What follows belongs to an exercise in optimizing a design on an open flow for small area and a short achievable clock period; a production flow would make more cautious choices.
Where RTL was checked, it was by simulation tests only, not by an equivalence proof against the original.
Only the layout flow was run in run 1; the RTL was not checked for function there.
Power figures rest on the tool's default switching activity, not on a simulated workload.

$ cat design/flow/design.v
package mac_pkg;
  localparam int DATA_W = 8;
  localparam int ACC_W  = 32;
  typedef logic signed [DATA_W-1:0] operand_t;
  typedef logic signed [ACC_W-1:0]  acc_t;
  typedef operand_t operand_arr_t [2][2];
  typedef acc_t     acc_arr_t     [2][2];
endpackage
module mac_pe
#(
  parameter int DATA_W = mac_pkg::DATA_W,
  parameter int ACC_W  = mac_pkg::ACC_W
) (
  input  logic                     clk,
  input  logic                     rst_n,
  input  logic                     en,
  input  logic                     clear,
  input  logic signed [DATA_W-1:0] a,
  input  logic signed [DATA_W-1:0] b,
  output logic signed [ACC_W-1:0]  acc
);
  logic [15:0] h_r;
  logic [16:0] r0_r;
  logic [15:0] r1_r;
  wire g129 = r0_r[0] & r1_r[0];
  wire g130 = r0_r[1] & r1_r[1];
  wire g131 = r0_r[2] & r1_r[2];
  wire g132 = r0_r[3] & r1_r[3];
  wire g133 = r0_r[4] & r1_r[4];
  wire g134 = r0_r[5] & r1_r[5];
  wire g135 = r0_r[6] & r1_r[6];
  wire g136 = r0_r[7] & r1_r[7];
  wire g137 = r0_r[8] & r1_r[8];
  wire g138 = r0_r[9] & r1_r[9];
  wire g139 = r0_r[10] & r1_r[10];
  wire g140 = r0_r[11] & r1_r[11];
  wire g141 = r0_r[12] & r1_r[12];
  wire g142 = r0_r[13] & r1_r[13];
  wire g143 = r0_r[14] & r1_r[14];
  wire g144 = r0_r[15] & r1_r[15];
  wire p145 = r0_r[0] ^ r1_r[0];
  wire p146 = r0_r[1] ^ r1_r[1];
  wire p147 = r0_r[2] ^ r1_r[2];
  wire p148 = r0_r[3] ^ r1_r[3];
  wire p149 = r0_r[4] ^ r1_r[4];
  wire p150 = r0_r[5] ^ r1_r[5];
  wire p151 = r0_r[6] ^ r1_r[6];
  wire p152 = r0_r[7] ^ r1_r[7];
  wire p153 = r0_r[8] ^ r1_r[8];
  wire p154 = r0_r[9] ^ r1_r[9];
  wire p155 = r0_r[10] ^ r1_r[10];
  wire p156 = r0_r[11] ^ r1_r[11];
  wire p157 = r0_r[12] ^ r1_r[12];
  wire p158 = r0_r[13] ^ r1_r[13];
  wire p159 = r0_r[14] ^ r1_r[14];
  wire p160 = r0_r[15] ^ r1_r[15];
  wire G161 = g130 | (p146 & g129);
  wire P162 = p146 & p145;
  wire G163 = g131 | (p147 & g130);
  wire P164 = p147 & p146;
  wire G165 = g132 | (p148 & g131);
  wire P166 = p148 & p147;
  wire G167 = g133 | (p149 & g132);
  wire P168 = p149 & p148;
  wire G169 = g134 | (p150 & g133);
  wire P170 = p150 & p149;
  wire G171 = g135 | (p151 & g134);
  wire P172 = p151 & p150;
  wire G173 = g136 | (p152 & g135);
  wire P174 = p152 & p151;
  wire G175 = g137 | (p153 & g136);
  wire P176 = p153 & p152;
  wire G177 = g138 | (p154 & g137);
  wire P178 = p154 & p153;
  wire G179 = g139 | (p155 & g138);
  wire P180 = p155 & p154;
  wire G181 = g140 | (p156 & g139);
  wire P182 = p156 & p155;
  wire G183 = g141 | (p157 & g140);
  wire P184 = p157 & p156;
  wire G185 = g142 | (p158 & g141);
  wire P186 = p158 & p157;
  wire G187 = g143 | (p159 & g142);
  wire P188 = p159 & p158;
  wire G189 = g144 | (p160 & g143);
  wire P190 = p160 & p159;
  wire G191 = G163 | (P164 & g129);
  wire P192 = P164 & p145;
  wire G193 = G165 | (P166 & G161);
  wire P194 = P166 & P162;
  wire G195 = G167 | (P168 & G163);
  wire P196 = P168 & P164;
  wire G197 = G169 | (P170 & G165);
  wire P198 = P170 & P166;
  wire G199 = G171 | (P172 & G167);
  wire P200 = P172 & P168;
  wire G201 = G173 | (P174 & G169);
  wire P202 = P174 & P170;
  wire G203 = G175 | (P176 & G171);
  wire P204 = P176 & P172;
  wire G205 = G177 | (P178 & G173);
  wire P206 = P178 & P174;
  wire G207 = G179 | (P180 & G175);
  wire P208 = P180 & P176;
  wire G209 = G181 | (P182 & G177);
  wire P210 = P182 & P178;
  wire G211 = G183 | (P184 & G179);
  wire P212 = P184 & P180;
  wire G213 = G185 | (P186 & G181);
  wire P214 = P186 & P182;
  wire G215 = G187 | (P188 & G183);
  wire P216 = P188 & P184;
  wire G217 = G189 | (P190 & G185);
  wire P218 = P190 & P186;
  wire G219 = G195 | (P196 & g129);
  wire P220 = P196 & p145;
  wire G221 = G197 | (P198 & G161);
  wire P222 = P198 & P162;
  wire G223 = G199 | (P200 & G191);
  wire P224 = P200 & P192;
  wire G225 = G201 | (P202 & G193);
  wire P226 = P202 & P194;
  wire G227 = G203 | (P204 & G195);
  wire P228 = P204 & P196;
  wire G229 = G205 | (P206 & G197);
  wire P230 = P206 & P198;
  wire G231 = G207 | (P208 & G199);
  wire P232 = P208 & P200;
  wire G233 = G209 | (P210 & G201);
  wire P234 = P210 & P202;
  wire G235 = G211 | (P212 & G203);
  wire P236 = P212 & P204;
  wire G237 = G213 | (P214 & G205);
  wire P238 = P214 & P206;
  wire G239 = G215 | (P216 & G207);
  wire P240 = P216 & P208;
  wire G241 = G217 | (P218 & G209);
  wire P242 = P218 & P210;
  wire G243 = G227 | (P228 & g129);
  wire P244 = P228 & p145;
  wire G245 = G229 | (P230 & G161);
  wire P246 = P230 & P162;
  wire G247 = G231 | (P232 & G191);
  wire P248 = P232 & P192;
  wire G249 = G233 | (P234 & G193);
  wire P250 = P234 & P194;
  wire G251 = G235 | (P236 & G219);
  wire P252 = P236 & P220;
  wire G253 = G237 | (P238 & G221);
  wire P254 = P238 & P222;
  wire G255 = G239 | (P240 & G223);
  wire P256 = P240 & P224;
  wire G257 = G241 | (P242 & G225);
  wire P258 = P242 & P226;
  wire sum259 = p146 ^ g129;
  wire sum260 = p147 ^ G161;
  wire sum261 = p148 ^ G191;
  wire sum262 = p149 ^ G193;
  wire sum263 = p150 ^ G219;
  wire sum264 = p151 ^ G221;
  wire sum265 = p152 ^ G223;
  wire sum266 = p153 ^ G225;
  wire sum267 = p154 ^ G243;
  wire sum268 = p155 ^ G245;
  wire sum269 = p156 ^ G247;
  wire sum270 = p157 ^ G249;
  wire sum271 = p158 ^ G251;
  wire sum272 = p159 ^ G253;
  wire sum273 = p160 ^ G255;
  wire [15:0] lo_v = {sum273, sum272, sum271, sum270, sum269, sum268, sum267, sum266, sum265, sum264, sum263, sum262, sum261, sum260, sum259, p145};
  wire [15:0] h_ones, h_zeros;
  assign h_ones[0] = 1'b1;
  assign h_zeros[0] = 1'b1;
  assign h_ones[1] = h_ones[0] & h_r[0];
  assign h_zeros[1] = h_zeros[0] & ~h_r[0];
  assign h_ones[2] = h_ones[1] & h_r[1];
  assign h_zeros[2] = h_zeros[1] & ~h_r[1];
  assign h_ones[3] = h_ones[2] & h_r[2];
  assign h_zeros[3] = h_zeros[2] & ~h_r[2];
  assign h_ones[4] = h_ones[3] & h_r[3];
  assign h_zeros[4] = h_zeros[3] & ~h_r[3];
  assign h_ones[5] = h_ones[4] & h_r[4];
  assign h_zeros[5] = h_zeros[4] & ~h_r[4];
  assign h_ones[6] = h_ones[5] & h_r[5];
  assign h_zeros[6] = h_zeros[5] & ~h_r[5];
  assign h_ones[7] = h_ones[6] & h_r[6];
  assign h_zeros[7] = h_zeros[6] & ~h_r[6];
  assign h_ones[8] = h_ones[7] & h_r[7];
  assign h_zeros[8] = h_zeros[7] & ~h_r[7];
  assign h_ones[9] = h_ones[8] & h_r[8];
  assign h_zeros[9] = h_zeros[8] & ~h_r[8];
  assign h_ones[10] = h_ones[9] & h_r[9];
  assign h_zeros[10] = h_zeros[9] & ~h_r[9];
  assign h_ones[11] = h_ones[10] & h_r[10];
  assign h_zeros[11] = h_zeros[10] & ~h_r[10];
  assign h_ones[12] = h_ones[11] & h_r[11];
  assign h_zeros[12] = h_zeros[11] & ~h_r[11];
  assign h_ones[13] = h_ones[12] & h_r[12];
  assign h_zeros[13] = h_zeros[12] & ~h_r[12];
  assign h_ones[14] = h_ones[13] & h_r[13];
  assign h_zeros[14] = h_zeros[13] & ~h_r[13];
  assign h_ones[15] = h_ones[14] & h_r[14];
  assign h_zeros[15] = h_zeros[14] & ~h_r[14];
  wire [15:0] h_u = h_ones & {16{r0_r[16]}};
  wire [15:0] h_d = h_zeros & {16{~r0_r[16]}};
  wire [15:0] hi_v = h_r ^ (G257 ? h_u : h_d);
  wire [31:0] acc_v = {hi_v, lo_v};
  wire [7:0] ag = a & {8{en}};
  wire pp1 = (ag[0] & b[0]);
  wire pp2 = (ag[0] & b[1]);
  wire pp3 = (ag[0] & b[2]);
  wire pp4 = (ag[0] & b[3]);
  wire pp5 = (ag[0] & b[4]);
  wire pp6 = (ag[0] & b[5]);
  wire pp7 = (ag[0] & b[6]);
  wire pp8 = ~(ag[0] & b[7]);
  wire pp9 = (ag[1] & b[0]);
  wire pp10 = (ag[1] & b[1]);
  wire pp11 = (ag[1] & b[2]);
  wire pp12 = (ag[1] & b[3]);
  wire pp13 = (ag[1] & b[4]);
  wire pp14 = (ag[1] & b[5]);
  wire pp15 = (ag[1] & b[6]);
  wire pp16 = ~(ag[1] & b[7]);
  wire pp17 = (ag[2] & b[0]);
  wire pp18 = (ag[2] & b[1]);
  wire pp19 = (ag[2] & b[2]);
  wire pp20 = (ag[2] & b[3]);
  wire pp21 = (ag[2] & b[4]);
  wire pp22 = (ag[2] & b[5]);
  wire pp23 = (ag[2] & b[6]);
  wire pp24 = ~(ag[2] & b[7]);
  wire pp25 = (ag[3] & b[0]);
  wire pp26 = (ag[3] & b[1]);
  wire pp27 = (ag[3] & b[2]);
  wire pp28 = (ag[3] & b[3]);
  wire pp29 = (ag[3] & b[4]);
  wire pp30 = (ag[3] & b[5]);
  wire pp31 = (ag[3] & b[6]);
  wire pp32 = ~(ag[3] & b[7]);
  wire pp33 = (ag[4] & b[0]);
  wire pp34 = (ag[4] & b[1]);
  wire pp35 = (ag[4] & b[2]);
  wire pp36 = (ag[4] & b[3]);
  wire pp37 = (ag[4] & b[4]);
  wire pp38 = (ag[4] & b[5]);
  wire pp39 = (ag[4] & b[6]);
  wire pp40 = ~(ag[4] & b[7]);
  wire pp41 = (ag[5] & b[0]);
  wire pp42 = (ag[5] & b[1]);
  wire pp43 = (ag[5] & b[2]);
  wire pp44 = (ag[5] & b[3]);
  wire pp45 = (ag[5] & b[4]);
  wire pp46 = (ag[5] & b[5]);
  wire pp47 = (ag[5] & b[6]);
  wire pp48 = ~(ag[5] & b[7]);
  wire pp49 = (ag[6] & b[0]);
  wire pp50 = (ag[6] & b[1]);
  wire pp51 = (ag[6] & b[2]);
  wire pp52 = (ag[6] & b[3]);
  wire pp53 = (ag[6] & b[4]);
  wire pp54 = (ag[6] & b[5]);
  wire pp55 = (ag[6] & b[6]);
  wire pp56 = ~(ag[6] & b[7]);
  wire pp57 = ~(ag[7] & b[0]);
  wire pp58 = ~(ag[7] & b[1]);
  wire pp59 = ~(ag[7] & b[2]);
  wire pp60 = ~(ag[7] & b[3]);
  wire pp61 = ~(ag[7] & b[4]);
  wire pp62 = ~(ag[7] & b[5]);
  wire pp63 = ~(ag[7] & b[6]);
  wire pp64 = (ag[7] & b[7]);
  wire s65 = pp6 ^ pp13;
  wire c66 = pp6 & pp13;
  wire s67, c67;
  assign {c67, s67} = pp7 + pp14 + pp21;
  wire s68 = pp28 ^ pp35;
  wire c69 = pp28 & pp35;
  wire s70, c70;
  assign {c70, s70} = pp8 + pp15 + pp22;
  wire s71, c71;
  assign {c71, s71} = pp29 + pp36 + pp43;
  wire s72 = pp50 ^ pp57;
  wire c73 = pp50 & pp57;
  wire s74, c74;
  assign {c74, s74} = pp16 + pp23 + pp30;
  wire s75, c75;
  assign {c75, s75} = pp37 + pp44 + pp51;
  wire s76, c76;
  assign {c76, s76} = pp58 + 1 + lo_v[8];
  wire s77, c77;
  assign {c77, s77} = pp24 + pp31 + pp38;
  wire s78, c78;
  assign {c78, s78} = pp45 + pp52 + pp59;
  wire s79, c79;
  assign {c79, s79} = pp32 + pp39 + pp46;
  wire s80 = pp4 ^ pp11;
  wire c81 = pp4 & pp11;
  wire s82, c82;
  assign {c82, s82} = pp5 + pp12 + pp19;
  wire s83 = pp26 ^ pp33;
  wire c84 = pp26 & pp33;
  wire s85, c85;
  assign {c85, s85} = pp20 + pp27 + pp34;
  wire s86, c86;
  assign {c86, s86} = pp41 + s65 + lo_v[5];
  wire s87, c87;
  assign {c87, s87} = pp42 + pp49 + c66;
  wire s88, c88;
  assign {c88, s88} = s68 + s67 + lo_v[6];
  wire s89, c89;
  assign {c89, s89} = c69 + s72 + c67;
  wire s90, c90;
  assign {c90, s90} = s70 + s71 + lo_v[7];
  wire s91, c91;
  assign {c91, s91} = c73 + c70 + c71;
  wire s92, c92;
  assign {c92, s92} = s74 + s75 + s76;
  wire s93, c93;
  assign {c93, s93} = c74 + c75 + s77;
  wire s94, c94;
  assign {c94, s94} = s78 + lo_v[9] + c76;
  wire s95, c95;
  assign {c95, s95} = pp53 + pp60 + c77;
  wire s96, c96;
  assign {c96, s96} = c78 + s79 + lo_v[10];
  wire s97, c97;
  assign {c97, s97} = pp40 + pp47 + pp54;
  wire s98, c98;
  assign {c98, s98} = pp61 + c79 + lo_v[11];
  wire s99, c99;
  assign {c99, s99} = pp48 + pp55 + pp62;
  wire s100 = pp3 ^ pp10;
  wire c101 = pp3 & pp10;
  wire s102, c102;
  assign {c102, s102} = pp18 + pp25 + s80;
  wire s103, c103;
  assign {c103, s103} = c81 + s83 + s82;
  wire s104, c104;
  assign {c104, s104} = c84 + c82 + s85;
  wire s105, c105;
  assign {c105, s105} = c85 + s87 + c86;
  wire s106, c106;
  assign {c106, s106} = c87 + s89 + c88;
  wire s107, c107;
  assign {c107, s107} = c89 + s91 + c90;
  wire s108, c108;
  assign {c108, s108} = c91 + s93 + s94;
  wire s109, c109;
  assign {c109, s109} = s95 + c93 + s96;
  wire s110, c110;
  assign {c110, s110} = s97 + c95 + c96;
  wire s111, c111;
  assign {c111, s111} = c97 + s99 + lo_v[12];
  wire s112, c112;
  assign {c112, s112} = pp56 + pp63 + c99;
  wire s113 = pp2 ^ pp9;
  wire c114 = pp2 & pp9;
  wire s115, c115;
  assign {c115, s115} = pp17 + s100 + lo_v[2];
  wire s116, c116;
  assign {c116, s116} = c101 + lo_v[3] + s102;
  wire s117, c117;
  assign {c117, s117} = c102 + lo_v[4] + s103;
  wire s118, c118;
  assign {c118, s118} = c103 + s104 + s86;
  wire s119, c119;
  assign {c119, s119} = c104 + s88 + s105;
  wire s120, c120;
  assign {c120, s120} = s90 + c105 + s106;
  wire s121, c121;
  assign {c121, s121} = c106 + s107 + s92;
  wire s122, c122;
  assign {c122, s122} = c107 + c92 + s108;
  wire s123, c123;
  assign {c123, s123} = c94 + s109 + c108;
  wire s124, c124;
  assign {c124, s124} = s98 + s110 + c109;
  wire s125, c125;
  assign {c125, s125} = c98 + s111 + c110;
  wire s126, c126;
  assign {c126, s126} = lo_v[13] + s112 + c111;
  wire s127, c127;
  assign {c127, s127} = pp64 + lo_v[14] + c112;
  wire s128 = ~lo_v[15];
  wire [16:0] r0_n = {lo_v[15], s128, s127, s126, s125, s124, s123, s122, s121, s120, s119, s118, s117, s116, s115, lo_v[1], pp1};
  wire [15:0] r1_n = {c127, c126, c125, c124, c123, c122, c121, c120, c119, c118, c117, c116, c115, c114, s113, lo_v[0]};
  always_ff @(posedge clk) begin
    if (!rst_n || clear) begin
      h_r  <= '0;
      r0_r <= 17'b10000000000000000;
      r1_r <= '0;
    end else begin
      h_r  <= hi_v;
      r0_r <= r0_n;
      r1_r <= r1_n;
    end
  end
  assign acc = acc_v;
endmodule
module mac_array_2x2
#(
  parameter int DATA_W = mac_pkg::DATA_W,
  parameter int ACC_W  = mac_pkg::ACC_W
) (
  input  logic                  clk,
  input  logic                  rst_n,
  input  logic                  en,
  input  logic                  clear,
  input  logic [4*DATA_W-1:0]   a,
  input  logic [4*DATA_W-1:0]   b,
  output logic [4*ACC_W-1:0]    acc
);
  for (genvar gi = 0; gi < 2; gi++) begin : g_row
    for (genvar gj = 0; gj < 2; gj++) begin : g_col
      mac_pe #(
        .DATA_W (DATA_W),
        .ACC_W  (ACC_W)
      ) u_pe (
        .clk   (clk),
        .rst_n (rst_n),
        .en    (en),
        .clear (clear),
        .a     (a[(2*gi+gj)*DATA_W +: DATA_W]),
        .b     (b[(2*gi+gj)*DATA_W +: DATA_W]),
        .acc   (acc[(2*gi+gj)*ACC_W +: ACC_W])
      );
    end
  end
endmodule
$ cat design/flow/flow/run.sh
#!/bin/bash
# Layout: the standard flow (standard.sh), with the port buffers that
# global placement inserts made plain buf_2 cells instead of the delay buffers
# the resizer picks by default.  make's full output goes to standard.log; each
# ORFS step also keeps its own log under orfs/logs/.
set -euo pipefail
export BUFFER_PORTS_ARGS="-buffer_cell sky130_fd_sc_hd__buf_2"
bash standard.sh > standard.log 2>&1
$ cat design/flow/standard.sh
#!/bin/bash
# synth_recipe.tcl (not shown) runs the flow's synth.tcl, then flattens the netlist and writes it again
# the make line also repeats each setting of config.mk as NAME=value (left out here)
make -C /OpenROAD-flow-scripts/flow DESIGN_CONFIG=/design/flow/config.mk WORK_HOME=/design/flow/orfs CLKGATE_MAP_FILE= SYNTH_SCRIPT=/design/flow/synth_recipe.tcl "${@:-finish}"
$ cat design/flow/config.mk
export PLATFORM = sky130hd
export DESIGN_NAME = mac_array_2x2
export DESIGN_NICKNAME = mac_array_2x2
export VERILOG_FILES = /design/flow/design.v
export SDC_FILE = /design/flow/constraint.sdc
export NUM_CORES = 4
export LEC_CHECK = 0
export CAP_MARGIN = 20
export CORE_MARGIN = 2
export CORE_UTILIZATION = 40
export SETUP_SLACK_MARGIN = 2.0
export SLEW_MARGIN = 20
$ cat design/flow/constraint.sdc
create_clock -name core_clock -period 6.5 [get_ports {clk}]
set_input_delay 1.3000 -clock core_clock [delete_from_list [all_inputs] [get_ports {clk}]]
set_output_delay 1.3000 -clock core_clock [all_outputs]
set_load 0.01 [all_outputs]
==> impl_results.md, run 1 <==
* Ratio of cells with drive above 1 in the final layout at 21.9%
* Antenna Nets Post-Route at 0
* Slowest stage delay, CP at around 0.44 ns
* Final worst-path cycle share at around 72%
* Area growth, synth to finish at 17.7%
* Synth Area in Compound Gates at 6.94%
* Final Net Count at 2330
* CTS buffer count at 17
* Worst Setup End Kind: output pin
* Asr flop ratio synth at 0%
* Initial antenna violation count at 0
* Grt met1 use at 26.2%
* Post-Synth XOR/XNOR Area at 6.30%
* Post-synthesis mux area share at under 10%
* Largest net degree at the start of global routing at 129
* Crit path DAT at 3.37 ns
* Vias post-DR at 12800
* Worst min path class: reg2reg
* Startpoint Class: flop
* Hold Buf Count CTS at 0
* Setup WS pre-CTS at 1.74 ns
* Power per standard cell area at roughly 240 mW/mm²
* Fin. max-slew vios at 0
* Top FF cell, synth: dfxtp_1
* Post-DP HPWL at 30100 µm
* Endpoints failing setup at 0
* Tot GR Track Use at 18.9%
* Top post-synthesis cells by area: dfxtp_1 23%, fa_1 23%, and3_1 7.2%
* Met3 usage at 2.96%
* Clock skew at 0.00698 ns
* Clk buf depth at 2
* Routability-driven placement congestion ratio at between 0.8 and 0.9
* Status: finished clean
* Die ar. at 0.0437 mm²
* Cell taking the most area after synthesis: dfxtp_1
* RSZ-0062 raised after global routing: true
* Top-area cell type share of the netlist area at 23.3%
* Simple-Gate Fraction of Synth Area at between 20% and 30%
* Largest family of logic cells by synthesized area: adder cells
* Worst-path cell chain: ha_4, inv_2, fa_2, nor2b_2, o31a_1, o211a_1, a211o_1, a311o_2, or2_2, o22ai_2, xor2_1, buf_2
* Commonest non-fill, non-tap cells in the layout: 203 x inv_1, 194 x buf_2, 193 x and3_1
* Port buffer count at 195
* Layer with the highest usage: met2
* # DRC at 0
* Core footprint at 0.0418 mm²
* Final hold slack at 0.481 ns
* CTS tree: built
* Slew HR at 40.7%
* CP required at ~5.2 ns
* Number of top-level pins at 196
* Synthesized area at 0.0168 mm²
* Fill cells at slightly below 4000
* Post-DR wirelength/cell at 16.0 µm
* Clock latency (worst-skew pair) at 0.46 ns
* Top achievable clock speed at 0.214 GHz
* FP Rows at between 70 and 80
* Fin crit period at between 4 and 5 ns
* Global route total overflow at 0
* Peak VDD IR at 0.176 mV
* Die H at 209 µm
* Final Core Density at 47.4%
* Worst-path fanout max at 5
* First-pass GRT wire length at 66600 µm
* Mapped Nets at between 2000 and 2500
* Seq/Total Area, Yosys at 23.3%
* Number of global-route vias before repair at ~13000
* Synth warn at 1
* DIE WIDTH at 209 µm
* Commonest non-fill, non-tap cell in the layout: inv_1
* Number of flops mapped to enable cells by yosys at 0
* WS Path Type: reg2out
* DR pass1 iterations at 5
* Initial core utilization at about two fifths
* Leak Pwr at 10.0 nW
* Worst path slowest cell: a311o_2
* GRT met2 Usage at ~30%
* Maxcap violations at 0
* DRT Wirelength at 40400 µm
* DR iter-0 viols at 683
* Adder-Cell Fraction of Synth Area at 30.5%
* Setup tns final at 0 ns
* Worst reg-to-reg setup slack at 2.53 ns
* Slack of the critical path at approximately 1.8 ns
* Diodes inserted at 0
* CTS sink count at 196
* Slew @ Worst Pin at 0.888 ns
* Root Buffer: clkbuf_16
* Fin. Hold Viols at 0
* H-tree Lvls at 4
* Routed vias/inst at between 5 and 6
* Synth cell types at 62
* Mapped Cells at between 1500 and 2000
* Flops & latches, synth at around 200
* Clock transition at path regs at 0.07 ns
* Mean Syn Cell Area at 9.34 µm²
==> power breakdown <==
part / internal (mW) / switching, mW
sequential: 1.36 / 0.0794
clock: 0.657 / 0.476
combinational: 0.982 / 1.28
==> flip-flops by register name (all words and copies together) (netlist names) <==
name / flops
g_row.g_col.u_pe.h_r: 64
g_row.g_col.u_pe.r0_r: 68
g_row.g_col.u_pe.r1_r: 64
==> logic make-up (layout without fill, tap and decap cells) <==
family / count (synthesis) / after routing
AND/OR/NAND/NOR: 660 / 661
buffers and inverters: 332 / 509
adder cells (fa/ha/maj): 292 / 292
flip-flops: 196 / 196
AO/OA/AOI/OAI: 176 / 178
XOR/XNOR: 121 / 121
multiplexers: 22 / 22
==> per-layer routing <==
layer	vias up	wire length (µm)
met5	-	0
met4	0	518
met3	29	1410
met2	237	19100
met1	6311	19300
li1	6207	-
==> final cells by class <==
type	instances	area, µm²	share of cell area (%)
inverter	206	773	3.91
clock inverter	8	151	0.765
multi-input combinational	1274	12100	61.2
timing repair buffer	275	1660	8.41
tap	539	674	3.41
clock buffer	20	457	2.31
sequential	196	3950	20.0
==> Yosys cell counts (all sizes together) (9+ instances only) <==
library cell / count
dfxtp: 196
buf: 66
and2: 174
clkbuf: 60
mux2i: 22
ha: 96
nand3: 93
xnor2: 82
xor2: 39
nand2b: 31
a21oi: 50
inv: 206
fa: 196
a31oi: 9
o21ai: 22
a21o: 28
nor2b: 9
nor2: 49
nand2: 37
and3: 193
nor3: 18
or3: 20
==> path summary, 6_finish.rpt <==
kind	startpoint	to	depth (start not counted)
hold / removal	g_row[1].g_col[0].u_pe.h_r[15]$_SDFF_PP0_	g_row[1].g_col[0].u_pe.h_r[15]$_SDFF_PP0_	2
setup reg to reg	g_row[0].g_col[1].u_pe.r1_r[0]$_SDFF_PP0_	g_row[0].g_col[1].u_pe.r0_r[10]$_SDFF_PP0_	18
setup / recovery	g_row[0].g_col[0].u_pe.r0_r[0]$_SDFF_PP0_	acc[26]	12
hold reg to reg	g_row[1].g_col[0].u_pe.h_r[15]$_SDFF_PP0_	g_row[1].g_col[0].u_pe.h_r[15]$_SDFF_PP0_	2
==> critical path, delay by kind of cell, from the launching register on <==
family                     cells  cell delay, ns
AOI/OAI and AO/OA              5            1.42
xor gates and xnor gates       1            0.20
adders and majority gates      2            0.36
buffers and inverters          2            0.21
DFF                            1            0.34
and+or+nand+nor                2            0.39
==> through the flow <==
step           cell area (µm²)  std cells  power, mW
6_report                 19800       2518       4.82
4_1_cts                  19100       2488       4.82
3_5_place_dp             17800       2414       3.61
3_3_place_gp             17800       2414       3.55
2_1_floorplan            16800       1799       3.09
5_1_grt                  19800       2518       5.27
==> what timing repair did <==
action | 4_1_cts | 5_1_grt
pin swaps | 50 | 50
endpoints found under the setup margin | 63 | 64
gates cloned | 2 | 1
buffers inserted | 44 | 29
gates resized for setup | 82 | 93
==> inputs of run 2 (changes only) <==
--- a/design/flow/design.v
+++ b/design/flow/design.v
@@ -169,40 +169,9 @@
   wire sum273 = p160 ^ G255;
   wire [15:0] lo_v = {sum273, sum272, sum271, sum270, sum269, sum268, sum267, sum266, sum265, sum264, sum263, sum262, sum261, sum260, sum259, p145};
-  wire [15:0] h_ones, h_zeros;
-  assign h_ones[0] = 1'b1;
-  assign h_zeros[0] = 1'b1;
-  assign h_ones[1] = h_ones[0] & h_r[0];
-  assign h_zeros[1] = h_zeros[0] & ~h_r[0];
-  assign h_ones[2] = h_ones[1] & h_r[1];
-  assign h_zeros[2] = h_zeros[1] & ~h_r[1];
-  assign h_ones[3] = h_ones[2] & h_r[2];
-  assign h_zeros[3] = h_zeros[2] & ~h_r[2];
-  assign h_ones[4] = h_ones[3] & h_r[3];
-  assign h_zeros[4] = h_zeros[3] & ~h_r[3];
-  assign h_ones[5] = h_ones[4] & h_r[4];
-  assign h_zeros[5] = h_zeros[4] & ~h_r[4];
-  assign h_ones[6] = h_ones[5] & h_r[5];
-  assign h_zeros[6] = h_zeros[5] & ~h_r[5];
-  assign h_ones[7] = h_ones[6] & h_r[6];
-  assign h_zeros[7] = h_zeros[6] & ~h_r[6];
-  assign h_ones[8] = h_ones[7] & h_r[7];
-  assign h_zeros[8] = h_zeros[7] & ~h_r[7];
-  assign h_ones[9] = h_ones[8] & h_r[8];
-  assign h_zeros[9] = h_zeros[8] & ~h_r[8];
-  assign h_ones[10] = h_ones[9] & h_r[9];
-  assign h_zeros[10] = h_zeros[9] & ~h_r[9];
-  assign h_ones[11] = h_ones[10] & h_r[10];
-  assign h_zeros[11] = h_zeros[10] & ~h_r[10];
-  assign h_ones[12] = h_ones[11] & h_r[11];
-  assign h_zeros[12] = h_zeros[11] & ~h_r[11];
-  assign h_ones[13] = h_ones[12] & h_r[12];
-  assign h_zeros[13] = h_zeros[12] & ~h_r[12];
-  assign h_ones[14] = h_ones[13] & h_r[13];
-  assign h_zeros[14] = h_zeros[13] & ~h_r[13];
-  assign h_ones[15] = h_ones[14] & h_r[14];
-  assign h_zeros[15] = h_zeros[14] & ~h_r[14];
-  wire [15:0] h_u = h_ones & {16{r0_r[16]}};
-  wire [15:0] h_d = h_zeros & {16{~r0_r[16]}};
-  wire [15:0] hi_v = h_r ^ (G257 ? h_u : h_d);
+  wire [15:0] h_m1 = h_r - 16'd1;
+  wire [15:0] h_p1 = h_r + 16'd1;
+  wire [15:0] hi_c0 = r0_r[16] ? h_r : h_m1;
+  wire [15:0] hi_c1 = r0_r[16] ? h_p1 : h_r;
+  wire [15:0] hi_v = G257 ? hi_c1 : hi_c0;
   wire [31:0] acc_v = {hi_v, lo_v};
   wire [7:0] ag = a & {8{en}};
--- a/design/flow/config.mk
+++ b/design/flow/config.mk
@@ -9,4 +9,4 @@
 export CORE_MARGIN = 2
 export CORE_UTILIZATION = 40
-export SETUP_SLACK_MARGIN = 2.0
+export SETUP_SLACK_MARGIN = 2.5
 export SLEW_MARGIN = 20
==> impl_results.md, run 2 <==
* Status: finished clean
* Pwr Total at 5.57 mW
* Top-area cell type share of the netlist area at 22.4%
* Mean Syn Cell Area at 9.29 µm²
* Die H at ~210 µm
* H-tree Lvls at 4
* Leak Pwr at 10.4 nW
* Mapped Cells at 1889
* Initial antenna violation count at 10
* Core footprint at 0.0432 mm²
* Asr flop ratio synth at 0%
* Number of flops mapped to enable cells by yosys at 0
* Seq/Total Area, Yosys at 22.4%
* Clock transition at path regs at about 0.08 ns
* Post-synth top cells: 211 x inv_1, 202 x and3_1, 196 x dfxtp_1, 196 x fa_1, 189 x and2_1
* Mapped Nets at 2257
* Area after DPL at 0.0186 mm²
* Fin crit period at 4.30 ns
* Root Buffer: clkbuf_16
* Post-DP HPWL at about 32000 µm
* CTS sink count at between 150 and 200
* Peak VDD IR at ~0.22 mV
* Endpoints failing setup at 0
* Seq. cell area at 0.00395 mm²
* Post-DR wirelength/cell at 16.7 µm
* Fin. Hold Viols at 0
* # DRC at 0
* Clock latency (worst-skew pair) at 0.49 ns
* DR iter-0 viols at 635
* FP Rows at between 70 and 80
* Fin. max-slew vios at 0
* Crit path DAT at 3.00 ns
* First-pass GRT wire length at between 70000 and 80000 µm
* Setup tns final at 0 ns
* Maxcap violations at 0
* Worst Setup End Kind: output pin
* Clk buf depth at 2
* Global route total overflow at 0
* Routability-driven placement congestion ratio at 0.853
* Multi-input gate area at 0.0132 mm²
* Startpoint Class: flop
* Cell taking the most area after synthesis: dfxtp_1
* CTS buffer count at 17
* Ratio of cells with drive above 1 in the final layout at a little under a quarter
* Flops & latches, synth at 196
* Number of global-route vias before repair at 13800
* Worst reg-to-reg setup slack at roughly 2.7 ns
* Number of top-level pins at 196
* Die ar. at 0.0456 mm²
* Commonest non-fill, non-tap cells in the layout: 210 x inv_1, 199 x and3_1, 192 x fa_1, 192 x buf_2, 189 x and2_1
* Synth cell types at 64
* DIE WIDTH at 213 µm
* DR pass1 iterations at 5
* Placed Cells at 2543
* Initial core utilization at 40.7%
* Power per standard cell area at 263 mW/mm²
* DRT Wirelength at 44700 µm
* Antenna Nets Post-Route at 0
* RSZ-0062 raised after global routing: true
* Top post-synthesis cells by area: dfxtp_1 22%, fa_1 22%, ha_1 7.4%
* Top FF cell, synth: dfxtp_1
* Biggest register: g_row.g_col.u_pe.r0_r
* Final Core Density at 49.0%
* Port buffer count at 195
* Fill cells at slightly above 4000
* Worst min path class: reg2reg
* Final worst-path cycle share at 66.1%
* Largest registers: g_row.g_col.u_pe.r0_r: 68 flops, g_row.g_col.u_pe.h_r: 64 flops, g_row.g_col.u_pe.r1_r: 64 flops
* CTS tree: built
* Final instance area at between 0.02 and 0.025 mm²
* CP required at about 5.2 ns
* Max reg flops at 68
* Worst-path fanout max at 8
* Most numerous cell in the Yosys netlist: inv_1
* Routed vias/inst at about 5.1
* Final Net Count at 2431
* Top achievable clock speed at between 0.2 and 0.25 GHz
* Clock skew at 0.0139 ns
* Area growth, synth to finish at 20.5%
* Vias post-DR at 13600
* Largest net degree at the start of global routing at 103
* Slew @ Worst Pin at 0.998 ns
* Commonest non-fill, non-tap cell in the layout: inv_1
* Slew HR at 33.4%
* Tot GR Track Use at between 20% and 30%
* Non-Filler Instances at approximately 2700
* WS Path Type: reg2out
* Synth warn at 1
* Synthesized area at 0.0176 mm²
## run 2: changes by cell type after synthesis, moves of 9 or more
cell,previous run,this run
and2_1,173,189
nand2b_1,31,14
nand2_1,37,55
nor2_1,49,64
nor3_1,17,27
xnor2_1,82,70
mux2i_1,22,62
and3_1,193,202
nand4_1,6,17
xor2_1,39,48
or3_1,19,6
## run 2: per-stage QoR
stage	hold WS [ns]	setup slack, ns
final	0.521	2.20
after global routing	0.586	2.03
after CTS	0.529	2.07
after detailed placement	0.515	1.70
after global placement	0.498	1.79
after floorplan	0.479	2.45
## run 2: cell type report
| cell class | count | area share (%) |
|---|---|---|
| Antenna cell | 7 | 0.0828 |
| Clock buffer | 18 | 2.03 |
| Clock inverter | 13 | 0.811 |
| Inverter | 211 | 3.75 |
| Multi-Input combinational cell | 1350 | 62.2 |
| Sequential cell | 196 | 18.7 |
| Tap cell | 585 | 3.46 |
| Timing Repair Buffer | 287 | 9.00 |
## run 2: worst paths after layout
kind / from / end / cells past startpoint
setup reg to reg: g_row[1].g_col[0].u_pe.r1_r[1]$_SDFF_PP0_ / g_row[1].g_col[0].u_pe.r0_r[9]$_SDFF_PP0_ / 13
setup / recovery: g_row[0].g_col[1].u_pe.r0_r[0]$_SDFF_PP0_ / acc[58] / 12
hold reg to reg: g_row[0].g_col[1].u_pe.h_r[14]$_SDFF_PP0_ / g_row[0].g_col[1].u_pe.h_r[14]$_SDFF_PP0_ / 2
hold / removal: g_row[0].g_col[1].u_pe.h_r[14]$_SDFF_PP0_ / g_row[0].g_col[1].u_pe.h_r[14]$_SDFF_PP0_ / 2
## run 2: where the power goes
| part | switching, mW | leakage, nW | total, mW | internal, mW |
|---|---|---|---|---|
| logic | 1.59 | 8.46 | 2.92 | 1.33 |
| clock network | 0.518 | 0.294 | 1.13 | 0.610 |
| registers | 0.135 | 1.61 | 1.52 | 1.38 |
| total | 2.24 | 10.4 | 5.57 | 3.33 |
## run 2: metal layers
layer  vias up  part of all wire (%)  GRT usage (%)
li1       6538                     -              -
met1      6690                    45           26.3
met2       312                    48           33.3
met3        65                   5.3           4.70
met4        10                   1.6           5.75
met5         -                  0.15              0
## run 2: timing repair
action | in CTS | in global routing
setup endpoints to repair | 108 | 97
gates resized for setup | 130 | 98
cloned | 3 | 1
setup buffers | 55 | 27
pin swaps | 81 | 54
hold buffers | 0 | 0
## run 2: kinds of logic (layout without fill, tap and decap cells)
group | after synthesis | after routing | synth area share [%]
other cells | 0 | 7 | 0
flops | 196 | 196 | 22.4
simple gates | 714 | 714 | 23.5
xor+xnor | 118 | 118 | 5.89
compound gates | 151 | 152 | 5.77
buf+inv | 344 | 529 | 8.97
fa+ha+maj | 300 | 300 | 29.8
mux | 66 | 66 | 3.79
## run 2: worst max-delay path: stages (launching register included)
cell and delay [ns]:
dfxtp_2 0.35, ha_4 0.14, inv_2 0.03, fa_2 0.33, nand2b_4 0.16, a211oi_4 0.23
o21ai_2 0.10, a211oi_4 0.29, buf_6 0.16, buf_16 0.13, mux2i_2 0.26, xnor2_2 0.16
buf_2 0.16
==> inputs of run 3 (changes only) <==
--- a/design/flow/config.mk
+++ b/design/flow/config.mk
@@ -9,4 +9,4 @@
 export CORE_MARGIN = 2
 export CORE_UTILIZATION = 40
-export SETUP_SLACK_MARGIN = 2.5
+export SETUP_SLACK_MARGIN = 2.0
 export SLEW_MARGIN = 20
==> impl_results.md, run 3 <==
* Status: finished clean
* Leak Pwr at 9.75 nW
* Largest family of logic cells by synthesized area: adder cells
* First-pass GRT wire length at 68900 µm
* Die H at 213 µm
* Port buffer count at 195
* Crit path DAT at around 3 ns
* Area growth, synth to finish at 11.0%
* Antenna Nets Post-Route at 0
* Maxcap violations at 0
* DR pass1 iterations at 6
* Cell taking the most area after synthesis: dfxtp_1
* Root Buffer: clkbuf_16
* Core footprint at 0.0432 mm²
* Synth warn at 1
* Vias post-DR at 13300
* Die ar. at around 0.046 mm²
* Top post-synthesis cells by area: dfxtp_1 22%, fa_1 22%, ha_1 7.4%
* Post-DR wirelength/cell at 16.2 µm
* Routed vias/inst at 5.11
* Final Net Count at 2364
* Slew HR at 38.6%
* Synthesized area at 0.0176 mm²
* WS Path Type: reg2out
* Clock latency (worst-skew pair) at 0.50 ns
* Post-Synth XOR/XNOR Area at around 6%
* Number of flops mapped to enable cells by yosys at 0
* Tot GR Track Use at 19.4%
* Fin. max-slew vios at 0
* Most numerous cell in the Yosys netlist: inv_1
* Final worst-path cycle share at 66.9%
* Mapped Cells at about 1900
* Worst Hold Path EP: g_row[0].g_col[1].u_pe.h_r[14]$_SDFF_PP0_
* DIE WIDTH at 213 µm
* Final hold slack at 0.520 ns
* Asr flop ratio synth at 0%
* Final Core Density at 45.1%
* Synth Area in Compound Gates at 5.77%
* Adder-Cell Fraction of Synth Area at 29.8%
* Max reg flops at 68
* Biggest register: g_row.g_col.u_pe.r0_r
* Top achievable clock speed at 0.230 GHz
* CP required at ~5.2 ns
* Post-synthesis mux area share at 3.79%
* Simple-Gate Fraction of Synth Area at 23.5%
* Clock skew at 0.0250 ns
* Initial antenna violation count at 12
* Flops & latches, synth at roughly 200
* CTS tree: built
* Top-area cell type share of the netlist area at 22.4%
* Worst reg-to-reg setup slack at 2.44 ns
* Largest net degree at the start of global routing at 112
* Fin crit period at 4.35 ns
* Worst Setup End Kind: output pin
* Routability-driven placement congestion ratio at 0.895
* Fin. Hold Viols at 0
* Post-synth top cells: 211 x inv_1, 202 x and3_1, 196 x dfxtp_1, 196 x fa_1, 189 x and2_1
* Commonest non-fill, non-tap cell in the layout: inv_1
* Seq/Total Area, Yosys at about 22%
* Worst r2r src: g_row[1].g_col[0].u_pe.r1_r[1]$_SDFF_PP0_
* Mean Syn Cell Area at 9.29 µm²
* Power per standard cell area at 262 mW/mm²
* Number of global-route vias before repair at 13600
* CTS sink count at 196
* Hold Buf Count CTS at 0
* Endpoints failing setup at 0
* Initial core utilization at 40.7%
* R2R depth at 12
* Peak VDD IR at 0.274 mV
* Clk buf depth at 2
* DRT Wirelength at 42100 µm
* H-tree Lvls at 4
* R2r endpoint: g_row[1].g_col[0].u_pe.r0_r[9]$_SDFF_PP0_
* Worst-path fanout max at 8
* Fill cells at 4302
* Synth cell types at 64
* CTS buffer count at 17
* Startpoint Class: flop
* Non-Filler Instances at 2598
* Ratio of cells with drive above 1 in the final layout at 14.9%
* Number of top-level pins at 196
* Slew @ Worst Pin at just over 0.9 ns
* Top FF cell, synth: dfxtp_1
* Commonest non-fill, non-tap cells in the layout: 210 x inv_1, 202 x and3_1, 194 x fa_1, 194 x dfxtp_1, 194 x buf_2
* Hold Path Cell Cnt at 2
* DR iter-0 viols at between 700 and 800
* Worst hold start: g_row[0].g_col[1].u_pe.h_r[14]$_SDFF_PP0_
* Post-DP HPWL at about 33000 µm
* Pwr Total at 5.10 mW
* Largest registers: g_row.g_col.u_pe.r0_r: 68 flops, g_row.g_col.u_pe.h_r: 64 flops, g_row.g_col.u_pe.r1_r: 64 flops
* FP Rows at 76
* Global route total overflow at 0
* Setup crit start: g_row[0].g_col[1].u_pe.r1_r[0]$_SDFF_PP0_
* Worst min path class: reg2reg
* RSZ-0062 raised after global routing: true
* Placed Cells at around 2500
* # DRC at 0
* Mapped Nets at 2257
* Clock transition at path regs at 0.07 ns
* Setup tns final at 0 ns
run 3: cell counts after synthesis:
Identical to the previous run, type by type.
run 3: through the flow:
step	setup WS [ns]	area (µm²)
global route	1.99	19500
CTS	2.01	19300
global placement	1.67	18500
detailed placement	1.59	18600
floorplan	2.24	17600
finish	2.15	19500
run 3: timing repair:
| action | 4_1_cts | 5_1_grt |
|---|---|---|
| endpoints found under the setup margin | 45 | 74 |
| buffers inserted | 13 | 5 |
| resized for setup | 20 | 20 |
| cloned | 1 | 0 |
| pin swaps | 7 | 7 |
run 3: report_power, final:
group / total [mW] / internal, mW / switching, mW / leakage, nW
Sequential: 1.50 / 1.38 / 0.116 / 1.60
Clock: 1.03 / 0.530 / 0.504 / 0.269
Combinational: 2.57 / 1.09 / 1.48 / 7.89
Total: 5.10 / 3.00 / 2.10 / 9.75
run 3: worst max path at each step:
stage	endpoint
2_1_floorplan	g_row[0].g_col[0].u_pe.r0_r[9]$_SDFF_PP0_
3_3_place_gp	g_row[1].g_col[1].u_pe.r0_r[10]$_SDFF_PP0_
3_5_place_dp	g_row[1].g_col[1].u_pe.r0_r[9]$_SDFF_PP0_
4_1_cts	acc[51]
5_1_grt	acc[51]
6_report	acc[61]
run 3: worst max-delay path: stages (launching register included):
cell	delay (ns)
dfxtp_2	0.34
ha_4	0.14
inv_2	0.03
fa_2	0.33
nand2b_4	0.17
a211oi_4	0.24
o21ai_2	0.11
a211oi_4	0.32
buf_6	0.16
buf_16	0.13
mux2i_2	0.22
xnor2_1	0.17
buf_2	0.19
run 3: routing by layer:
layer / wire length (µm) / up-vias / global-route usage, %
met3: 2260 / 70 / 4.75
met4: 1040 / 16 / 7.42
met2: 19500 / 303 / 31.3
li1: - / 6409 / -
met5: 108 / - / 0
met1: 19100 / 6482 / 25.2
run 3: area by class of cell:
| class | instances | area (µm²) | share of cell area (%) |
|---|---|---|---|
| antenna | 4 | 10.0 | 0.0514 |
| clock buffer | 22 | 484 | 2.49 |
| clock inverter | 10 | 72.6 | 0.372 |
| inverter | 211 | 792 | 4.06 |
| multi-input combinational | 1349 | 12200 | 62.7 |
| sequential | 196 | 3930 | 20.2 |
| tap | 585 | 732 | 3.76 |
| timing repair buffer | 221 | 1240 | 6.38 |
run 3: cells by family (layout without fill, tap and decap cells):
kind of cell	count (synthesis)	in the layout
buf+inv	344	464
flops	196	196
fa+ha+maj	300	300
mux	66	66
xor+xnor	118	118
compound gates	151	151
simple gates	714	714
other cells	0	4
==> inputs of run 4 (changes only) <==
--- a/design/flow/config.mk
+++ b/design/flow/config.mk
@@ -8,5 +8,5 @@
 export CAP_MARGIN = 20
 export CORE_MARGIN = 2
-export CORE_UTILIZATION = 40
+export CORE_UTILIZATION = 70
 export SETUP_SLACK_MARGIN = 2.0
 export SLEW_MARGIN = 20
==> impl_results.md, run 4 <==
* Status: finished clean
* Part of the power in registers at approximately 29%
* FP Rows at 57
* Mean Syn Cell Area at 9.29 µm²
* Ratio of cells with drive above 1 in the final layout at 14.0%
* Hold Buf Count CTS at 0
* CTS sink count at 196
* Commonest non-fill, non-tap cells in the layout: 211 x inv_1, 202 x and3_1, 196 x dfxtp_1
* Clock share of power at ~20%
* Top post-synthesis cells by area: dfxtp_1 22%, fa_1 22%, ha_1 7.4%
* Worst Path Buf+Inv at 1
* Commonest non-fill, non-tap cell in the layout: inv_1
* Antenna Nets Post-Route at 0
* First-pass GRT wire length at 65100 µm
* Routed vias/inst at 5.81
* Endpoints failing setup at 0
* Die ar. at 0.0264 mm²
* Worst min path class: reg2reg
* Clock transition at path regs at 0.07 ns
* Leak Pwr at between 9 and 10 nW
* Top FF cell, synth: dfxtp_1
* Number of global-route vias before repair at 13500
* H-tree Lvls at 4
* Biggest register: g_row.g_col.u_pe.r0_r
* Worst path slowest cell: or4_1
* Worst reg-to-reg setup slack at 2.34 ns
* Synthesized area at 0.0176 mm²
* Peak VDD IR at 0.225 mV
* Tot GR Track Use at 30.6%
* Most numerous cell in the Yosys netlist: inv_1
* Core footprint at 0.0245 mm²
* Number of top-level pins at 196
* Setup tns final at 0 ns
* RSZ-0062 raised after global routing: false
* Slew HR at roughly 37%
* Most used cell, CP: a21oi_1
* Synth warn at 1
* Initial core utilization at 71.8%
* Fin. max-slew vios at 0
* Worst Setup End Kind: output pin
* Startpoint Class: flop
* Slack of the critical path at 2.09 ns
* Largest net degree at the start of global routing at 114
* Setup WS pre-CTS at 1.62 ns
* Port buffer count at 195
* Final worst-path cycle share at 67.9%
* Fin crit period at 4.41 ns
* Clock latency (worst-skew pair) at between 0.4 and 0.5 ns
* Top-area cell type share of the netlist area at between 20 and 25%
* Post-Synth XOR/XNOR Area at under 10%
* DR iter-0 viols at just over 900
* Worst-path cell chain: ha_1, a21o_1, a21oi_1, o21bai_1, a21oi_1, o21ai_1, or4_1, nand4_1, buf_2
* Seq. cell area at about 0.0039 mm²
* Routability-driven placement congestion ratio at 0.899
* CP required at 5.20 ns
* Slowest stage delay, CP at 0.46 ns
* Post-synthesis mux area share at 3.79%
* Power per standard cell area at 269 mW/mm²
* Worst-path fanout max at 5
* Root Buffer: clkbuf_16
* Synth cell types at 64
* Top achievable clock speed at 0.227 GHz
* Fill cells at ~1800
* Multi-input gate area at 0.0122 mm²
* Largest registers: g_row.g_col.u_pe.r0_r: 68 flops, g_row.g_col.u_pe.h_r: 64 flops, g_row.g_col.u_pe.r1_r: 64 flops
* Clk buf depth at 2
* Slew @ Worst Pin at 0.944 ns
* DR pass1 iterations at 5
* Part of the power in combinational logic at 50.5%
* Die H at around 160 µm
* Fin. Hold Viols at 0
* DIE WIDTH at roughly 160 µm
* Largest family of logic cells by synthesized area: adder cells
* Sw frac at about two fifths
* Mapped Cells at 1889
* Initial antenna violation count at 2
* # DRC at 0
* Cell taking the most area after synthesis: dfxtp_1
* CP top delay family: compound AO/OA/AOI/OAI gates
* Area growth, synth to finish at 8.18%
* Net Switching at 2.11 mW
* CTS buffer count at 17
* Max reg flops at between 60 and 70
* Global route total overflow at 0
* Simple-Gate Fraction of Synth Area at around a quarter
* Vias post-DR at 13500
* Maxcap violations at 0
* Number of flops mapped to enable cells by yosys at 0
* Final Net Count at 2356
* DRT Wirelength at a little under 40000 µm
* WS Path Type: reg2out
* Asr flop ratio synth at 0%
* Adder-Cell Fraction of Synth Area at 29.8%
* Post-DP HPWL at 29400 µm
* Int Power at 2.99 mW
* Post-DR wirelength/cell at ~17 µm
* Post-synth top cells: 211 x inv_1, 202 x and3_1, 196 x dfxtp_1, 196 x fa_1, 189 x and2_1
* Mapped Nets at roughly 2300
* Flops & latches, synth at 196
* Clock skew at 0.0186 ns
* Crit path DAT at 3.11 ns
* Synth Area in Compound Gates at under 10%
* CTS tree: built
* Seq/Total Area, Yosys at 22.4%
## run 4: cell counts after synthesis
No cell type changed its count.
## run 4: area by class of cell
type / instances / share of cell area (%)
tap: 324 / 2.13
timing repair buffer: 213 / 6.00
clock buffer: 19 / 2.39
multi-input combinational: 1349 / 64.0
antenna: 1 / 0.0132
inverter: 211 / 4.17
sequential: 196 / 20.7
clock inverter: 13 / 0.586
## run 4: kinds of logic (layout without fill, tap and decap cells)
logic type,after synthesis,in the layout
fa+ha+maj,300,300
mux,66,66
xor+xnor,118,118
other cells,0,1
flops,196,196
simple gates,714,714
buf+inv,344,456
compound gates,151,151
## run 4: power by group through the flow
stage          logic [mW]  clock network, mW  registers (mW)
3_5_place_dp         2.55                  0            1.52
5_1_grt              2.94               1.10            1.51
4_1_cts              2.58               1.06            1.49
3_3_place_gp         2.45                  0            1.51
6_report             2.58               1.03            1.49
2_1_floorplan        1.99                  0            1.47
## run 4: per-stage QoR
stage                     std cells  power, mW  area (µm²)  utilization [%]  hold slack (ns)
after detailed placement       2283       4.07       18200             74.5            0.515
after floorplan                1889       3.46       17600                -            0.479
after global placement         2282       3.96       18200             74.5            0.500
final                          2326       5.10       19000             77.6            0.524
after global routing           2326       5.55       19000             77.6            0.548
after CTS                      2321       5.13       18900             77.2            0.525
## run 4: metal layers
| layer | vias up | wire length [µm] | track usage [%] | share of wire [%] |
|---|---|---|---|---|
| met4 | 2 | 1010 | 10.1 | 2.6 |
| met2 | 469 | 19000 | 51.4 | 49 |
| met1 | 6590 | 16600 | 40.6 | 42 |
| li1 | 6387 | - | - | - |
| met5 | - | 13 | 0 | 0.033 |
| met3 | 74 | 2560 | 5.07 | 6.5 |
## run 4: repair_timing
item / 4_1_cts / 5_1_grt
resized for setup: 5 / 17
pin swaps: 3 / 6
gates cloned: 0 / 1
setup endpoints to repair: 36 / 49
buffers inserted: 6 / 3
## run 4: final timing paths
kind	startpoint	to	cells past startpoint
max	g_row[1].g_col[0].u_pe.r1_r[1]$_SDFF_PP0_	acc[77]	9
min	g_row[0].g_col[1].u_pe.h_r[14]$_SDFF_PP0_	g_row[0].g_col[1].u_pe.h_r[14]$_SDFF_PP0_	2
max reg2reg	g_row[1].g_col[0].u_pe.r1_r[1]$_SDFF_PP0_	g_row[1].g_col[0].u_pe.r0_r[9]$_SDFF_PP0_	12
min reg2reg	g_row[0].g_col[1].u_pe.h_r[14]$_SDFF_PP0_	g_row[0].g_col[1].u_pe.h_r[14]$_SDFF_PP0_	2
## run 4: worst register-to-register path: cells and delay by family, from the launching register on
family                     cells  cell delay, ns
adders and majority gates      4            1.84
AOI/OAI and AO/OA              6            1.48
DFF                            1            0.34
xor gates and xnor gates       1            0.26
and+or+nand+nor                1            0.14
==> inputs of run 5 (changes only) <==
--- a/design/flow/config.mk
+++ b/design/flow/config.mk
@@ -8,5 +8,5 @@
 export CAP_MARGIN = 20
 export CORE_MARGIN = 2
-export CORE_UTILIZATION = 70
+export CORE_UTILIZATION = 55
 export SETUP_SLACK_MARGIN = 2.0
 export SLEW_MARGIN = 20
==> impl_results.md, run 5 <==
* Number of top-level pins at 196
* Root Buffer: clkbuf_16
* Non-Filler Instances at 2407
* Mapped Nets at about 2300
* Int Power at 2.99 mW
* First-pass GRT wire length at between 60000 and 70000 µm
* Setup crit start: g_row[0].g_col[1].u_pe.r0_r[0]$_SDFF_PP0_
* Post-DP HPWL at 30300 µm
* CTS buffer count at 17
* Mean Syn Cell Area at 9.29 µm²
* Top post-synthesis cells by area: dfxtp_1 22%, fa_1 22%, ha_1 7.4%
* Initial core utilization at 55.8%
* Cell taking the most area after synthesis: dfxtp_1
* CP required at approximately 5.2 ns
* Slew @ Worst Pin at 0.845 ns
* Post-DR wirelength/cell at 16.4 µm
* DIE WIDTH at 183 µm
* Clock share of power at 21.6%
* Setup tns final at 0 ns
* Worst min path class: reg2reg
* Routability-driven placement congestion ratio at 0.839
* Routed vias/inst at ~5.4
* Fin crit period at 4.36 ns
* Hold Buf Count CTS at 0
* Most used cell, CP: a211oi_4
* Endpoints failing setup at 0
* Slowest stage delay, CP at 0.36 ns
* DR iter-0 viols at 552
* Clk buf depth at 2
* Worst hold start: g_row[0].g_col[1].u_pe.h_r[14]$_SDFF_PP0_
* Final worst-path cycle share at 67.1%
* Worst-path fanout max at 8
* Leak Pwr at 9.75 nW
* Slew HR at 43.7%
* H-tree Lvls at 4
* Number of global-route vias before repair at 13000
* Port buffer count at 195
* Status: finished clean
* Net Switching at 2.14 mW
* Synth warn at 1
* Largest registers: g_row.g_col.u_pe.r0_r: 68 flops, g_row.g_col.u_pe.h_r: 64 flops, g_row.g_col.u_pe.r1_r: 64 flops
* Part of the power in registers at 29.0%
* Asr flop ratio synth at 0%
* Worst Setup End Kind: output pin
* Largest net degree at the start of global routing at 111
* Max reg flops at 68
* Top-area cell type share of the netlist area at 22.4%
* Fin. Hold Viols at 0
* Tot GR Track Use at 24.7%
* Antenna Nets Post-Route at 0
* Top achievable clock speed at ~0.23 GHz
* Worst r2r src: g_row[1].g_col[0].u_pe.r1_r[1]$_SDFF_PP0_
* Mapped Cells at 1889
* Clock latency (worst-skew pair) at between 0.4 and 0.5 ns
* Die ar. at 0.0334 mm²
* Commonest non-fill, non-tap cells in the layout: 210 x inv_1, 202 x and3_1, 194 x fa_1, 194 x dfxtp_1, 194 x buf_2
* Placed Cells at 2358
* Final Net Count at 2355
* Part of the power in combinational logic at 49.4%
* Slack of the critical path at 2.14 ns
* Commonest non-fill, non-tap cell in the layout: inv_1
* Clock skew at 0.0130 ns
* Synth cell types at 64
* Peak VDD IR at 0.202 mV
* Seq/Total Area, Yosys at 22.4%
* Startpoint Class: flop
* Area growth, synth to finish at 9.52%
* Synthesized area at 0.0176 mm²
* Core footprint at 0.0315 mm²
* Number of flops mapped to enable cells by yosys at 0
* FP Rows at 65
* # DRC at 0
* Post-synth top cells: 211 x inv_1, 202 x and3_1, 196 x dfxtp_1, 196 x fa_1, 189 x and2_1
* Ratio of cells with drive above 1 in the final layout at 14.2%
* Worst path slowest cell: fa_2
* WS Path Type: reg2out
* DRT Wirelength at 39400 µm
* Flops & latches, synth at between 150 and 200
* Most numerous cell in the Yosys netlist: inv_1
* Setup WS pre-CTS at roughly 1.7 ns
* Biggest register: g_row.g_col.u_pe.r0_r
* Fin. max-slew vios at 0
* Global route total overflow at 0
* RSZ-0062 raised after global routing: true
* Sw frac at 41.7%
* CTS tree: built
* Top FF cell, synth: dfxtp_1
* DR pass1 iterations at 4
* CTS sink count at 196
* Worst-path cell chain: ha_4, inv_2, fa_2, nand2b_4, a211oi_4, o21ai_2, a211oi_4, buf_4, buf_12, mux2_2, mux2i_1, buf_2
* Die H at about 180 µm
* Crit path DAT at 3.06 ns
* Vias post-DR at 13000
* Power per standard cell area at 267 mW/mm²
* Fill cells at around 2800
* Maxcap violations at 0
* Initial antenna violation count at 9
* Clock transition at path regs at 0.08 ns
run 5: layer usage:
| layer | track usage, % | share of wire [%] | wire (µm) |
|---|---|---|---|
| met1 | 34.2 | 47 | 18600 |
| met2 | 39.2 | 46 | 18100 |
| met3 | 5.83 | 5.3 | 2100 |
| met4 | 6.10 | 1.5 | 571 |
| met5 | 0 | 0.081 | 32 |
run 5: cell type report:
class	count	area, µm²	area share, %
flip-flops and latches	196	3930	20.4
clock inverters	15	195	1.02
inverters	211	792	4.12
repair buffers	212	1180	6.16
diodes	5	12.5	0.0651
clock buffers	17	425	2.21
multi-input cells	1349	12200	63.4
well taps	402	503	2.62
run 5: worst max-delay path, delay by kind of cell, from the launching register on:
kind / cells / cell delay (ns)
buf+inv: 4 / 0.47
fa+ha+maj: 2 / 0.50
simple gates: 1 / 0.17
mux: 2 / 0.47
flops: 1 / 0.35
compound gates: 3 / 0.65
run 5: worst paths after layout:
| path | endpoint | slack, ns | cells past startpoint |
|---|---|---|---|
| worst max-delay path | acc[49] | 2.14 | 12 |
| worst min-delay path | g_row[0].g_col[1].u_pe.h_r[14]$_SDFF_PP0_ | 0.53 | 2 |
| worst max register to register | g_row[1].g_col[0].u_pe.r0_r[9]$_SDFF_PP0_ | 2.45 | 12 |
| worst min register to register | g_row[0].g_col[1].u_pe.h_r[14]$_SDFF_PP0_ | 0.53 | 2 |
run 5: repair_timing:
item | 4_1_cts | 5_1_grt
setup buffers | 7 | 4
setup endpoints to repair | 51 | 55
cloned | 1 | 0
pin swaps | 4 | 9
resized for setup | 11 | 20
run 5: cells by family after synthesis:
logic type / count (synthesis) / share of synthesized area, %
adders and majority gates: 300 / 29.8
DFF: 196 / 22.4
AOI/OAI and AO/OA: 151 / 5.77
buffers and inverters: 344 / 8.97
and+or+nand+nor: 714 / 23.5
muxes: 66 / 3.79
xor gates and xnor gates: 118 / 5.89
run 5: power groups by stage:
| stage | Sequential, mW | Clock [mW] | Combinational (mW) |
|---|---|---|---|
| CTS | 1.49 | 1.14 | 2.56 |
| floorplan | 1.47 | 0 | 1.99 |
| global placement | 1.51 | 0 | 2.49 |
| detailed placement | 1.52 | 0 | 2.52 |
| finish | 1.49 | 1.11 | 2.53 |
| global route | 1.51 | 1.20 | 2.96 |
run 5: through the flow:
stage | power (mW) | cell area (µm²) | hold slack, ns | util [%]
finish | 5.13 | 19200 | 0.531 | 61.1
global route | 5.67 | 19200 | 0.576 | 61.1
CTS | 5.19 | 19100 | 0.534 | 60.7
detailed placement | 4.04 | 18300 | 0.524 | 58.2
global placement | 4.01 | 18300 | 0.504 | 58.2
floorplan | 3.46 | 17600 | 0.479 | -
==> inputs of run 6 (changes only) <==
==> design/flow/flow/run.sh (replaced) <==
#!/bin/bash
# Layout: the standard flow (standard.sh), with the port buffers that
# global placement inserts made plain buf_2 cells instead of the delay buffers
# the resizer picks by default, and ORFS's power recovery after global route
# (it downsizes gates on paths that keep slack).  make's full output goes to
# standard.log; each ORFS step also keeps its own log under orfs/logs/.
set -euo pipefail
export BUFFER_PORTS_ARGS="-buffer_cell sky130_fd_sc_hd__buf_2"
export RECOVER_POWER=100
bash standard.sh > standard.log 2>&1
--- a/design/flow/config.mk
+++ b/design/flow/config.mk
@@ -8,5 +8,5 @@
 export CAP_MARGIN = 20
 export CORE_MARGIN = 2
-export CORE_UTILIZATION = 55
+export CORE_UTILIZATION = 40
 export SETUP_SLACK_MARGIN = 2.0
 export SLEW_MARGIN = 20
==> impl_results.md, run 6 <==
* Clock transition at path regs at 0.07 ns
* Post-DP HPWL at about 33000 µm
* Root Buffer: clkbuf_16
* DR iter-0 viols at between 600 and 700
* Post-DR wirelength/cell at 16.2 µm
* Leak Pwr at 9.17 nW
* Number of global-route vias before repair at about 14000
* Setup tns final at 0 ns
* Most numerous cell in the Yosys netlist: inv_1
* Port buffer count at approximately 200
* Die H at 213 µm
* Clock skew at approximately 0.025 ns
* Largest net degree at the start of global routing at approximately 110
* Power per standard cell area at around 260 mW/mm²
* Initial antenna violation count at 11
* Flops & latches, synth at 196
* Slowest stage delay, CP at between 0.5 and 0.6 ns
* Final hold slack at between 0.5 and 0.6 ns
* Worst-path cell chain: ha_1, fa_1, a21o_1, a21oi_1, a31o_1, o21ai_2, clkbuf_1, xor2_1, a211o_1, clkbuf_1
* Biggest register: g_row.g_col.u_pe.r0_r
* Worst path slowest cell: clkbuf_1
* Status: complete, but fails checks
* Tot GR Track Use at about a fifth
* Largest registers: g_row.g_col.u_pe.r0_r: 68 flops, g_row.g_col.u_pe.h_r: 64 flops, g_row.g_col.u_pe.r1_r: 64 flops
* Final Core Density at between 40% and 50%
* Startpoint Class: flop
* CTS buffer count at 17
* Endpoints failing setup at 0
* Post-synth top cells: 211 x inv_1, 202 x and3_1, 196 x dfxtp_1, 196 x fa_1, 189 x and2_1
* CTS tree: built
* Vias post-DR at 13300
* Global route total overflow at 0
* Core footprint at 0.0432 mm²
* Number of flops mapped to enable cells by yosys at 0
* Initial core utilization at 40.7%
* Most used cell, CP: clkbuf_1
* Seq. cell area at 0.00393 mm²
* RSZ-0062 raised after global routing: true
* Routability-driven placement congestion ratio at 0.895
* CP top delay family: compound AO/OA/AOI/OAI gates
* Seq/Total Area, Yosys at 22.4%
* DR pass1 iterations at 5
* DIE WIDTH at 213 µm
* Crit path DAT at between 3 and 4 ns
* Final Net Count at approximately 2400
* Area growth, synth to finish at 8.90%
* FP Rows at 76
* Final worst-path cycle share at around 80%
* Fin crit period at 5.15 ns
* Antenna Nets Post-Route at 0
* Worst-path fanout max at 17
* Fin. max-slew vios at 123
* Layout Check Fails: max-capacitance violations, max-slew violations
* Slew HR at -20.9%
* Slew @ Worst Pin at 1.81 ns
* CTS sink count at slightly below 200
* Synth cell types at 64
* Worst min path class: reg2reg
* Top post-synthesis cells by area: dfxtp_1 22%, fa_1 22%, ha_1 7.4%
* Maxcap violations at 2
* Fin. Hold Viols at 0
* Commonest non-fill, non-tap cell in the layout: inv_1
* Multi-input gate area at 0.0121 mm²
* Top FF cell, synth: dfxtp_1
* H-tree Lvls at 4
* Synth warn at 1
* Clk buf depth at 2
* Worst Setup End Kind: output pin
* Ratio of cells with drive above 1 in the final layout at 7.62%
* DRT Wirelength at 42100 µm
* Top-area cell type share of the netlist area at ~22%
* Peak VDD IR at between 0.2 and 0.25 mV
* Commonest non-fill, non-tap cells in the layout: 210 x inv_1, 202 x and3_1, 195 x fa_1, 195 x dfxtp_1, 129 x clkbuf_1
* Number of top-level pins at about 200
* Fill cells at approximately 4400
* # DRC at 0
* Asr flop ratio synth at 0%
* Clock latency (worst-skew pair) at approximately 0.50 ns
* Mapped Cells at 1889
* Die ar. at around 0.046 mm²
* WS Path Type: reg2out
* Synthesized area at around 0.018 mm²
* Mapped Nets at 2257
* CP required at 5.20 ns
* Routed vias/inst at 5.11
* Worst Path Buf+Inv at 2
* Mean Syn Cell Area at 9.29 µm²
* Top achievable clock speed at around 0.2 GHz
* Cell taking the most area after synthesis: dfxtp_1
* First-pass GRT wire length at about 69000 µm
* Max reg flops at 68
-- run 6: path summary, 6_finish.rpt --
path                            slack [ns]                                         end                                      start  cells past startpoint
worst max-delay path                  1.35                                     acc[17]  g_row[0].g_col[0].u_pe.r1_r[0]$_SDFF_PP0_                     10
worst min-delay path                  0.52   g_row[0].g_col[1].u_pe.h_r[14]$_SDFF_PP0_  g_row[0].g_col[1].u_pe.h_r[14]$_SDFF_PP0_                      2
worst max register to register        2.37  g_row[0].g_col[0].u_pe.r0_r[10]$_SDFF_PP0_  g_row[0].g_col[0].u_pe.r1_r[0]$_SDFF_PP0_                     14
worst min register to register        0.52   g_row[0].g_col[1].u_pe.h_r[14]$_SDFF_PP0_  g_row[0].g_col[1].u_pe.h_r[14]$_SDFF_PP0_                      2
-- run 6: timing repair --
action / in CTS / in global routing
gates resized for setup: 20 / 20
cloned: 1 / 0
endpoints found under the setup margin: 45 / 74
hold buffers: 0 / 0
buffers inserted: 13 / 5
pin swaps: 7 / 7
-- run 6: kinds of logic (layout without fill, tap and decap cells) --
| family | after synthesis | in the layout | share of synthesized area, % |
|---|---|---|---|
| flops | 196 | 196 | 22.4 |
| xor+xnor | 118 | 118 | 5.89 |
| simple gates | 714 | 714 | 23.5 |
| compound gates | 151 | 151 | 5.77 |
| buf+inv | 344 | 464 | 8.97 |
| mux | 66 | 66 | 3.79 |
| other cells | 0 | 5 | 0 |
| fa+ha+maj | 300 | 300 | 29.8 |
-- run 6: layout make-up --
cell class	instances	area share [%]
repair buffers	221	5.20
clock inverters	10	0.380
multi-input cells	1349	63.3
well taps	585	3.83
flip-flops and latches	196	20.5
clock buffers	22	2.53
inverters	211	4.14
diodes	5	0.0655
-- run 6: power breakdown --
group / switching, mW / leakage (nW) / internal, mW
clock network: 0.504 / 0.269 / 0.530
logic: 1.49 / 7.30 / 1.01
registers: 0.116 / 1.60 / 1.38
total: 2.11 / 9.17 / 2.92
-- run 6: worst reg2reg max path, cell delays in order, from the launching register on --
cell	delay, ns
dfxtp_1	0.31
ha_1	0.22
fa_1	0.40
a21o_1	0.18
a21oi_1	0.30
a31o_1	0.38
o21bai_1	0.10
a21oi_1	0.17
xnor2_1	0.18
inv_1	0.12
fa_1	0.51
inv_1	0.05
fa_1	0.54
fa_1	0.40
and2_1	0.15
-- run 6: stage by stage --
stage	cells	cell area, µm²	total power [mW]	setup WS, ns
2_1_floorplan	1889	17600	3.46	2.24
3_3_place_gp	2542	18500	4.03	1.67
3_5_place_dp	2543	18600	4.10	1.59
4_1_cts	2589	19300	5.18	2.01
5_1_grt	2595	19100	5.53	1.04
6_report	2599	19100	5.03	1.35
-- run 6: metal layers --
metal | share of wire [%] | vias to the layer above | track usage [%] | routed length (µm)
li1 | - | 6408 | - | -
met1 | 46 | 6497 | 25.2 | 19300
met2 | 47 | 301 | 31.3 | 19600
met3 | 5.2 | 64 | 4.75 | 2180
met4 | 2.2 | 14 | 7.42 | 915
met5 | 0.22 | - | 0 | 94

## port drivers added, routing unchanged
In the flow no input, the clock included, has a driving cell. The finished layouts below were timed again as built, in two steps.
Step 1 sets driving cells, clkbuf_16 on the clock port and buf_2 on the other inputs (assumed; they add their load-dependent delay and slew).
Step 2 adds t to the input delays and takes it off the output delays; t is the mean of the earliest and latest rising clock arrival at the registers after step 1. Input paths then give back, and output paths get back, about the clock's delay inside the block.
Three values: ideal, step 1, step 2; two values: the first two.
run | t (ns) | slack for setup (ns) | hold WS [ns] | pins driven straight from the clock port
run 1 | 0.508 | 1.829 / 1.777 / 1.853 | 0.481 / 0.481 / 0.481 | 1
run 2 | 0.536 | 2.201 / 2.150 / 2.121 | 0.521 / 0.521 / 0.521 | 1
run 3 | 0.546 | 2.151 / 2.095 / 1.771 | 0.520 / 0.520 / 0.520 | 1
run 4 | 0.487 | 2.089 / 2.036 / 1.788 | 0.524 / 0.524 / 0.524 | 1
run 5 | 0.510 | 2.135 / 2.081 / 1.822 | 0.531 / 0.531 / 0.531 | 1
run 6 | 0.546 | 1.351 / 1.295 / 0.835 | 0.520 / 0.520 / 0.520 | 1
The setup slack of run 6, which loses most, moves by -0.056 ns with the drivers and by -0.516 ns with both steps.
